This design comes from an exercise in tuning for small area and a short achievable clock period on the open sky130 flow, not from production work.
Function was checked by simulation only, so behaviour that the tests miss may differ from the original.
Power is estimated from default activity; no workload was simulated.

==> 11-16 <==
## regfile_mp_sb
module regfile_mp_sb #(
  parameter int DATA_W   = regfile_mp_sb_pkg::RF_DATA_W,
  parameter int ADDR_W   = regfile_mp_sb_pkg::RF_ADDR_W,
  parameter int NUM_RD   = regfile_mp_sb_pkg::RF_NUM_RD
) (
  input  logic                     clk,
  input  logic                     rst_n,
  input  logic [NUM_RD*ADDR_W-1:0] raddr,
  output logic [NUM_RD*DATA_W-1:0] rdata,
  output logic [NUM_RD-1:0]        rbusy,
  input  logic                     wren,
  input  logic [ADDR_W-1:0]        waddr,
  input  logic [DATA_W-1:0]        wdata,
  input  logic                     alloc_en,
  input  logic [ADDR_W-1:0]        alloc_addr,
  input  logic                     flush,
  output logic [ADDR_W:0]          busy_cnt
);
  localparam int DEPTH = 2**ADDR_W;
  logic [DEPTH-1:1][DATA_W-1:0] regs;
  logic [DEPTH-1:1] valid;
  logic [DEPTH-1:1] busy;
  logic [DEPTH-1:1] busy_nxt;
  logic [DEPTH-1:1] busy_ret;
  logic [DEPTH-1:1] wdec;
  logic [DEPTH-1:1] adec;
  logic [ADDR_W:0]  busy_cnt_q;
  logic [ADDR_W:0]  cnt_nxt;
  logic             cnt_inc;
  logic             cnt_dec;
  logic             alloc_any;
  always_comb begin
  ...
==> module regfile_rd_port, before the edit <==
module regfile_rd_port #(
  parameter int DATA_W = regfile_mp_sb_pkg::RF_DATA_W,
  parameter int DEPTH  = 32
) (
  input  logic [DEPTH-1:1][DATA_W-1:0] regs,
  input  logic [DEPTH-1:1]             sel,
  input  logic [DEPTH-1:1]             selv,
  input  logic [DEPTH-1:1]             busy,
  input  logic                         byp,
  input  logic [DATA_W-1:0]            wdata,
  output logic [DATA_W-1:0]            rdata,
  output logic                         rbusy
);
  always_comb begin
    rdata = byp ? wdata : '0;
    rbusy = 1'b0;
    for (int i = 1; i < DEPTH; i++) begin
      rdata = rdata | (regs[i] & {DATA_W{selv[i]}});
      rbusy = rbusy | (busy[i] & sel[i]);
    end
  end
endmodule
==> module regfile_mp_sb, before the edit <==
module regfile_mp_sb #(
  parameter int DATA_W   = regfile_mp_sb_pkg::RF_DATA_W,
  parameter int ADDR_W   = regfile_mp_sb_pkg::RF_ADDR_W,
  parameter int NUM_RD   = regfile_mp_sb_pkg::RF_NUM_RD
) (
  input  logic                     clk,
  input  logic                     rst_n,
  input  logic [NUM_RD*ADDR_W-1:0] raddr,
  output logic [NUM_RD*DATA_W-1:0] rdata,
  output logic [NUM_RD-1:0]        rbusy,
  input  logic                     wren,
  input  logic [ADDR_W-1:0]        waddr,
  input  logic [DATA_W-1:0]        wdata,
  input  logic                     alloc_en,
  input  logic [ADDR_W-1:0]        alloc_addr,
  input  logic                     flush,
  output logic [ADDR_W:0]          busy_cnt
);
  localparam int DEPTH = 2**ADDR_W;
  logic [DEPTH-1:1][DATA_W-1:0] regs;
  logic [DEPTH-1:1] valid;
  logic [DEPTH-1:1] busy;
  logic [DEPTH-1:1] busy_nxt;
  logic [DEPTH-1:1] busy_ret;
  logic [DEPTH-1:1] wdec;
  logic [DEPTH-1:1] adec;
  logic [ADDR_W:0]  busy_cnt_q;
  logic [ADDR_W:0]  cnt_nxt;
  logic             cnt_inc;
  logic             cnt_dec;
  logic             alloc_any;
  always_comb begin
    for (int i = 1; i < DEPTH; i++) begin
      wdec[i] = wren && (waddr == ADDR_W'(i));
      adec[i] = alloc_en && (alloc_addr == ADDR_W'(i));
    end
  end
  always_ff @(posedge clk) begin
    for (int i = 1; i < DEPTH; i++)
      if (wdec[i]) regs[i] <= wdata;
  end
  always_ff @(posedge clk or negedge rst_n) begin
    if (!rst_n) valid <= '0;
    else        valid <= valid | wdec;
  end
  assign busy_ret  = busy & ~wdec;
  assign busy_nxt  = (flush ? '0 : busy_ret) | adec;
  assign cnt_dec   = |(busy & wdec);
  assign cnt_inc   = |(adec & ~busy_ret);
  assign alloc_any = |adec;
  always_comb begin
    if (flush)
      cnt_nxt = {{ADDR_W{1'b0}}, alloc_any};
    else if (cnt_inc && !cnt_dec)
      cnt_nxt = busy_cnt_q + 1'b1;
    else if (cnt_dec && !cnt_inc)
      cnt_nxt = busy_cnt_q - 1'b1;
    else
      cnt_nxt = busy_cnt_q;
  end
  always_ff @(posedge clk or negedge rst_n) begin
    if (!rst_n) begin
      busy       <= '0;
      busy_cnt_q <= '0;
    end else begin
      busy       <= busy_nxt;
      busy_cnt_q <= cnt_nxt;
    end
  end
  assign busy_cnt = busy_cnt_q;
  for (genvar k = 0; k < NUM_RD; k++) begin : g_rd
    logic [ADDR_W-1:0] a;
    logic [DEPTH-1:1]  rdec;
    logic [DEPTH-1:1]  sel;
    logic [DEPTH-1:1]  selv;
    logic              byp;
    assign a = raddr[k*ADDR_W +: ADDR_W];
    always_comb begin
      for (int i = 1; i < DEPTH; i++) rdec[i] = (a == ADDR_W'(i));
    end
    assign sel  = rdec & ~wdec;
    assign selv = sel & valid;
    assign byp  = |(rdec & wdec);
    regfile_rd_port #(
      .DATA_W(DATA_W),
      .DEPTH (DEPTH)
    ) u_rd (
      .regs (regs),
      .sel  (sel),
      .selv (selv),
      .busy (busy),
      .byp  (byp),
      .wdata(wdata),
      .rdata(rdata[k*DATA_W +: DATA_W]),
      .rbusy(rbusy[k])
    );
  end
endmodule
Settings: LEC_CHECK=0, CAP_MARGIN=20, CORE_MARGIN=2, CORE_UTILIZATION=40, PLACE_DENSITY=0.6, SLEW_MARGIN=20; clock period 6.5 ns.
run.sh (not shown) runs the stock make flow with config.mk's settings and CLKGATE_MAP_FILE= SYNTH_SCRIPT=/design/flow/synth_recipe.tcl, a recipe that flattens the netlist after the stock synthesis.
==> 10-18: changes against 11-16 <==
--- a/flow/design.v
+++ b/flow/design.v
@@ -20,7 +20,8 @@
 ) (
-  input  logic [DEPTH-1:1][DATA_W-1:0] regs,
-  input  logic [DEPTH-1:1]             sel,
-  input  logic [DEPTH-1:1]             selv,
+  input  logic [4:0]                   raddr,
+  input  logic [DEPTH-1:1][DATA_W-1:0] regs_n,   
+  input  logic [DEPTH-1:1]             valid,
   input  logic [DEPTH-1:1]             busy,
-  input  logic                         byp,
+  input  logic [4:0]                   waddr,
+  input  logic                         wren,
   input  logic [DATA_W-1:0]            wdata,
@@ -29,10 +30,95 @@
 );
-  always_comb begin
-    rdata = byp ? wdata : '0;
-    rbusy = 1'b0;
-    for (int i = 1; i < DEPTH; i++) begin
-      rdata = rdata | (regs[i] & {DATA_W{selv[i]}});
-      rbusy = rbusy | (busy[i] & sel[i]);
+  logic [3:0] lo;
+  logic [7:0] hi;
+  for (genvar j = 0; j < 4; j++) begin : g_lo
+    rf_g_dec2 #(.V(j)) u_lo (.a(raddr[1:0]), .y(lo[j]));
+  end
+  for (genvar m = 0; m < 8; m++) begin : g_hi
+    rf_g_dec3 #(.V(m)) u_hi (.a(raddr[4:2]), .y(hi[m]));
+  end
+  logic [4:0] eq;
+  logic       hit_n0, hit_n1, a_zero, byp;
+  for (genvar j = 0; j < 5; j++) begin : g_eq
+    rf_g_xnor2 u_eq (.a(raddr[j]), .b(waddr[j]), .y(eq[j]));
+  end
+  rf_g_nand3 u_hn0 (.a(eq[0]), .b(eq[1]), .c(eq[2]), .y(hit_n0));
+  rf_g_nand3 u_hn1 (.a(eq[3]), .b(eq[4]), .c(wren),  .y(hit_n1));
+  rf_g_and2  u_az  (.a(lo[0]), .b(hi[0]), .y(a_zero));
+  rf_g_nor3  u_byp (.a(hit_n0), .b(hit_n1), .c(a_zero), .y(byp));
+  logic [DEPTH-1:1] nsel;
+  for (genvar i = 1; i < DEPTH; i++) begin : g_sel
+    rf_g_nand3 u_sel (.a(lo[i%4]), .b(hi[i/4]), .c(valid[i]), .y(nsel[i]));
+  end
+  for (genvar b = 0; b < DATA_W; b++) begin : g_bit
+    logic [15:0] t;
+    for (genvar g = 0; g < 15; g++) begin : g_oai
+      rf_g_oai22 u_oai (.a0(nsel[2*g+1]), .a1(regs_n[2*g+1][b]), .b0(nsel[2*g+2]), .b1(regs_n[2*g+2][b]), .y(t[g]));
     end
-  end
+    rf_g_nor2 u_last (.a(nsel[31]), .b(regs_n[31][b]), .y(t[15]));
+    logic z;
+    rf_g_or16c u_o (.a(t), .c(byp), .y(z));
+    rf_g_a21o  u_m (.a0(byp), .a1(wdata[b]), .b(z), .y(rdata[b]));
+  end
+  logic [7:0] gb;
+  logic [3:0] x;
+  for (genvar m = 0; m < 8; m++) begin : g_bg
+    logic [1:0] p;
+    rf_g_aoi22 u_p0 (.a0(lo[0]), .a1(m == 0 ? 1'b0 : busy[4*m+0]), .b0(lo[1]), .b1(busy[4*m+1]), .y(p[0]));
+    rf_g_aoi22 u_p1 (.a0(lo[2]), .a1(busy[4*m+2]),                 .b0(lo[3]), .b1(busy[4*m+3]), .y(p[1]));
+    rf_g_nand2 u_g  (.a(p[0]), .b(p[1]), .y(gb[m]));
+  end
+  for (genvar q = 0; q < 4; q++) begin : g_bx
+    rf_g_aoi22 u_x (.a0(hi[2*q]), .a1(gb[2*q]), .b0(hi[2*q+1]), .b1(gb[2*q+1]), .y(x[q]));
+  end
+  rf_g_aoi41 u_rb (.a(x[0]), .b(x[1]), .c(x[2]), .d(x[3]), .e(byp), .y(rbusy));
+endmodule
+module rf_g_aoi22 (input logic a0, a1, b0, b1, output logic y);
+  assign y = ~((a0 & a1) | (b0 & b1));
+endmodule
+module rf_g_aoi41 (input logic a, b, c, d, e, output logic y);
+  assign y = ~((a & b & c & d) | e);
+endmodule
+module rf_g_nand4 (input logic a, b, c, d, output logic y);
+  assign y = ~(a & b & c & d);
+endmodule
+module rf_g_nand3 (input logic a, b, c, output logic y);
+  assign y = ~(a & b & c);
+endmodule
+module rf_g_nand2 (input logic a, b, output logic y);
+  assign y = ~(a & b);
+endmodule
+module rf_g_nor3 (input logic a, b, c, output logic y);
+  assign y = ~(a | b | c);
+endmodule
+module rf_g_oai22 (input logic a0, a1, b0, b1, output logic y);
+  assign y = ~((a0 | a1) & (b0 | b1));
+endmodule
+module rf_g_or16c (input logic [15:0] a, input logic c, output logic y);
+  logic [3:0] u;
+  assign u[0] = ~|a[3:0];
+  assign u[1] = ~|a[7:4];
+  assign u[2] = ~|a[11:8];
+  assign u[3] = ~|a[15:12];
+  assign y    = ~((&u) | c);
+endmodule
+module rf_g_a21o (input logic a0, a1, b, output logic y);
+  assign y = (a0 & a1) | b;
+endmodule
+module rf_g_nor2 (input logic a, b, output logic y);
+  assign y = ~(a | b);
+endmodule
+module rf_g_and2 (input logic a, b, output logic y);
+  assign y = a & b;
+endmodule
+module rf_g_xnor2 (input logic a, b, output logic y);
+  assign y = ~(a ^ b);
+endmodule
+module rf_g_dec2 #(parameter int V = 0) (input logic [1:0] a, output logic y);
+  assign y = (a == 2'(V));
+endmodule
+module rf_g_dec3 #(parameter int V = 0) (input logic [2:0] a, output logic y);
+  assign y = (a == 3'(V));
+endmodule
+module rf_g_dec3e #(parameter int V = 0) (input logic [2:0] a, input logic e, output logic y);
+  assign y = e && (a == 3'(V));
 endmodule
@@ -57,3 +143,4 @@
   localparam int DEPTH = 2**ADDR_W;
-  logic [DEPTH-1:1][DATA_W-1:0] regs;
+  logic [DEPTH-1:1][DATA_W-1:0] regs_n;    
+  logic [DATA_W-1:0] wdata_n;
   logic [DEPTH-1:1] valid;
@@ -63,5 +150,10 @@
   logic [DEPTH-1:1] wdec;
+  logic [DEPTH-1:1] nwdec;
   logic [DEPTH-1:1] adec;
+  logic [3:0]       wlo;
+  logic [7:0]       whi;
   logic [ADDR_W:0]  busy_cnt_q;
   logic [ADDR_W:0]  cnt_nxt;
+  logic [ADDR_W:0]  cnt_up;
+  logic [ADDR_W:0]  cnt_dn;
   logic             cnt_inc;
@@ -69,11 +161,20 @@
   logic             alloc_any;
+  for (genvar j = 0; j < 4; j++) begin : g_wlo
+    rf_g_dec2 #(.V(j)) u_wlo (.a(waddr[1:0]), .y(wlo[j]));
+  end
+  for (genvar m = 0; m < 8; m++) begin : g_whi
+    rf_g_dec3e #(.V(m)) u_whi (.a(waddr[4:2]), .e(wren), .y(whi[m]));
+  end
+  for (genvar i = 1; i < DEPTH; i++) begin : g_wdec
+    rf_g_and2  u_wd  (.a(wlo[i%4]), .b(whi[i/4]), .y(wdec[i]));
+    rf_g_nand2 u_nwd (.a(wlo[i%4]), .b(whi[i/4]), .y(nwdec[i]));
+  end
   always_comb begin
-    for (int i = 1; i < DEPTH; i++) begin
-      wdec[i] = wren && (waddr == ADDR_W'(i));
+    for (int i = 1; i < DEPTH; i++)
       adec[i] = alloc_en && (alloc_addr == ADDR_W'(i));
-    end
-  end
+  end
+  assign wdata_n = ~wdata;
   always_ff @(posedge clk) begin
     for (int i = 1; i < DEPTH; i++)
-      if (wdec[i]) regs[i] <= wdata;
+      if (wdec[i]) regs_n[i] <= wdata_n;
   end
@@ -83,3 +184,3 @@
   end
-  assign busy_ret  = busy & ~wdec;
+  assign busy_ret  = busy & nwdec;
   assign busy_nxt  = (flush ? '0 : busy_ret) | adec;
@@ -88,2 +189,4 @@
   assign alloc_any = |adec;
+  assign cnt_up    = busy_cnt_q + 1'b1;
+  assign cnt_dn    = busy_cnt_q - 1'b1;
   always_comb begin
@@ -92,5 +195,5 @@
     else if (cnt_inc && !cnt_dec)
-      cnt_nxt = busy_cnt_q + 1'b1;
+      cnt_nxt = cnt_up;
     else if (cnt_dec && !cnt_inc)
-      cnt_nxt = busy_cnt_q - 1'b1;
+      cnt_nxt = cnt_dn;
     else
@@ -109,14 +212,2 @@
   for (genvar k = 0; k < NUM_RD; k++) begin : g_rd
-    logic [ADDR_W-1:0] a;
-    logic [DEPTH-1:1]  rdec;
-    logic [DEPTH-1:1]  sel;
-    logic [DEPTH-1:1]  selv;
-    logic              byp;
-    assign a = raddr[k*ADDR_W +: ADDR_W];
-    always_comb begin
-      for (int i = 1; i < DEPTH; i++) rdec[i] = (a == ADDR_W'(i));
-    end
-    assign sel  = rdec & ~wdec;
-    assign selv = sel & valid;
-    assign byp  = |(rdec & wdec);
     regfile_rd_port #(
@@ -125,7 +216,8 @@
     ) u_rd (
-      .regs (regs),
-      .sel  (sel),
-      .selv (selv),
+      .raddr(raddr[k*ADDR_W +: ADDR_W]),
+      .regs_n(regs_n),
+      .valid(valid),
       .busy (busy),
-      .byp  (byp),
+      .waddr(waddr),
+      .wren (wren),
       .wdata(wdata),
--- a/flow/config.mk
+++ b/flow/config.mk
@@ -9,4 +9,7 @@
 export CORE_MARGIN = 2
-export CORE_UTILIZATION = 40
-export PLACE_DENSITY = 0.6
+export CORE_UTILIZATION = 50
+export CTS_BUF_LIST = sky130_fd_sc_hd__clkbuf_4 sky130_fd_sc_hd__clkbuf_8
+export PLACE_DENSITY = 0.65
+export SETUP_SLACK_MARGIN = 1.4
 export SLEW_MARGIN = 20
+export SYNTH_HIERARCHICAL = 1
==> summary.txt <==
- 11-16 reached the layout checks and failed them: negative setup slack. 10-18 passed the timing, DRC and antenna checks.
- Between 10-18 and 11-16, the lower cell count is in 10-18 (gap about 6%, measured against 11-16).
- Of 10-18 and 11-16, 11-16 has the higher die area (gap 24%, measured against 11-16).
- Between 11-16 and 10-18, the lower global-route usage is in 11-16 (gap 0.85 points).
- Against 11-16, the combinational power of 10-18 is smaller by about 10%.
- Worst hold slack: 10-18 is better than 11-16 (77 ps).
- Maximum frequency: 11-16 is lower than 10-18 (about 20%).
- In 11-16 the clock skew is higher than in 10-18, by 3.5 ps.
- Against 11-16, the sequential share of layout area of 10-18 is higher by 1.4 points.
- Sequential cell count is the same in 10-18 and 11-16.
==> figures <==
item	10-18	11-16
Outcome	no timing/DRC/antenna violations	complete, but fails checks
Violated checks	-	negative setup slack
Ratio of layout area to synthesized area	1.256x	1.219x
Non-CTS buffers	392	502
Cell area after technology mapping	0.0437 sq mm	0.0461 sq mm
Worst Path Arrival	3890 ps	5260 ps
Setup repair after global routing missed its margin	yes	no
Worst hold path endpoint	valid[27]$_DFF_PN0_	valid[10]$_DFF_PN0_
Starting Density	0.504	0.404
Number of cells produced by synthesis	2966	3162
Worst setup slack for register-to-register paths	2820 ps	2650 ps
Number of nets in the synthesized netlist	3028	3224
Well-Tap Cells	1155	1512
Die W	300 um	344 um
Fraction of met3 tracks used by global routing	0.155	0.151
Final core occ	0.633	0.492
Antenna violations before repair	10	8
Global routing met2 resource utilization	0.571	0.547
First-pass GRT wire length	249 mm	311 mm
Iteration count of the initial detailed-routing pass	10	12

## static timing again, ports no longer ideal
In the flow no input, the clock included, has a driving cell. The finished layouts below were timed again as built, in two steps.
Step 1, drivers: a clkbuf_16 drives clk and a buf_2 each remaining input, both assumed.
Step 2 also shifts input and output timing later by t, the mid clock arrival at the registers, as if the neighbouring blocks saw the same clock.
a / b / c = ideal / step 1 / step 2; a / b = the first two.
| run | t (ns) | setup WS [ns] | latest minus earliest clock arrival (ns) | cell pins on the clock port's net |
|---|---|---|---|---|
| 11-16 | 0.789 | -0.057 / -0.076 / -0.076 | 0.051 / 0.051 | 1 |
| 10-18 | 0.922 | 1.311 / 1.218 / 0.863 | 0.049 / 0.049 | 1 |
The setup slack of 10-18, which loses most, moves by -0.093 ns with the drivers and by -0.448 ns with both steps.
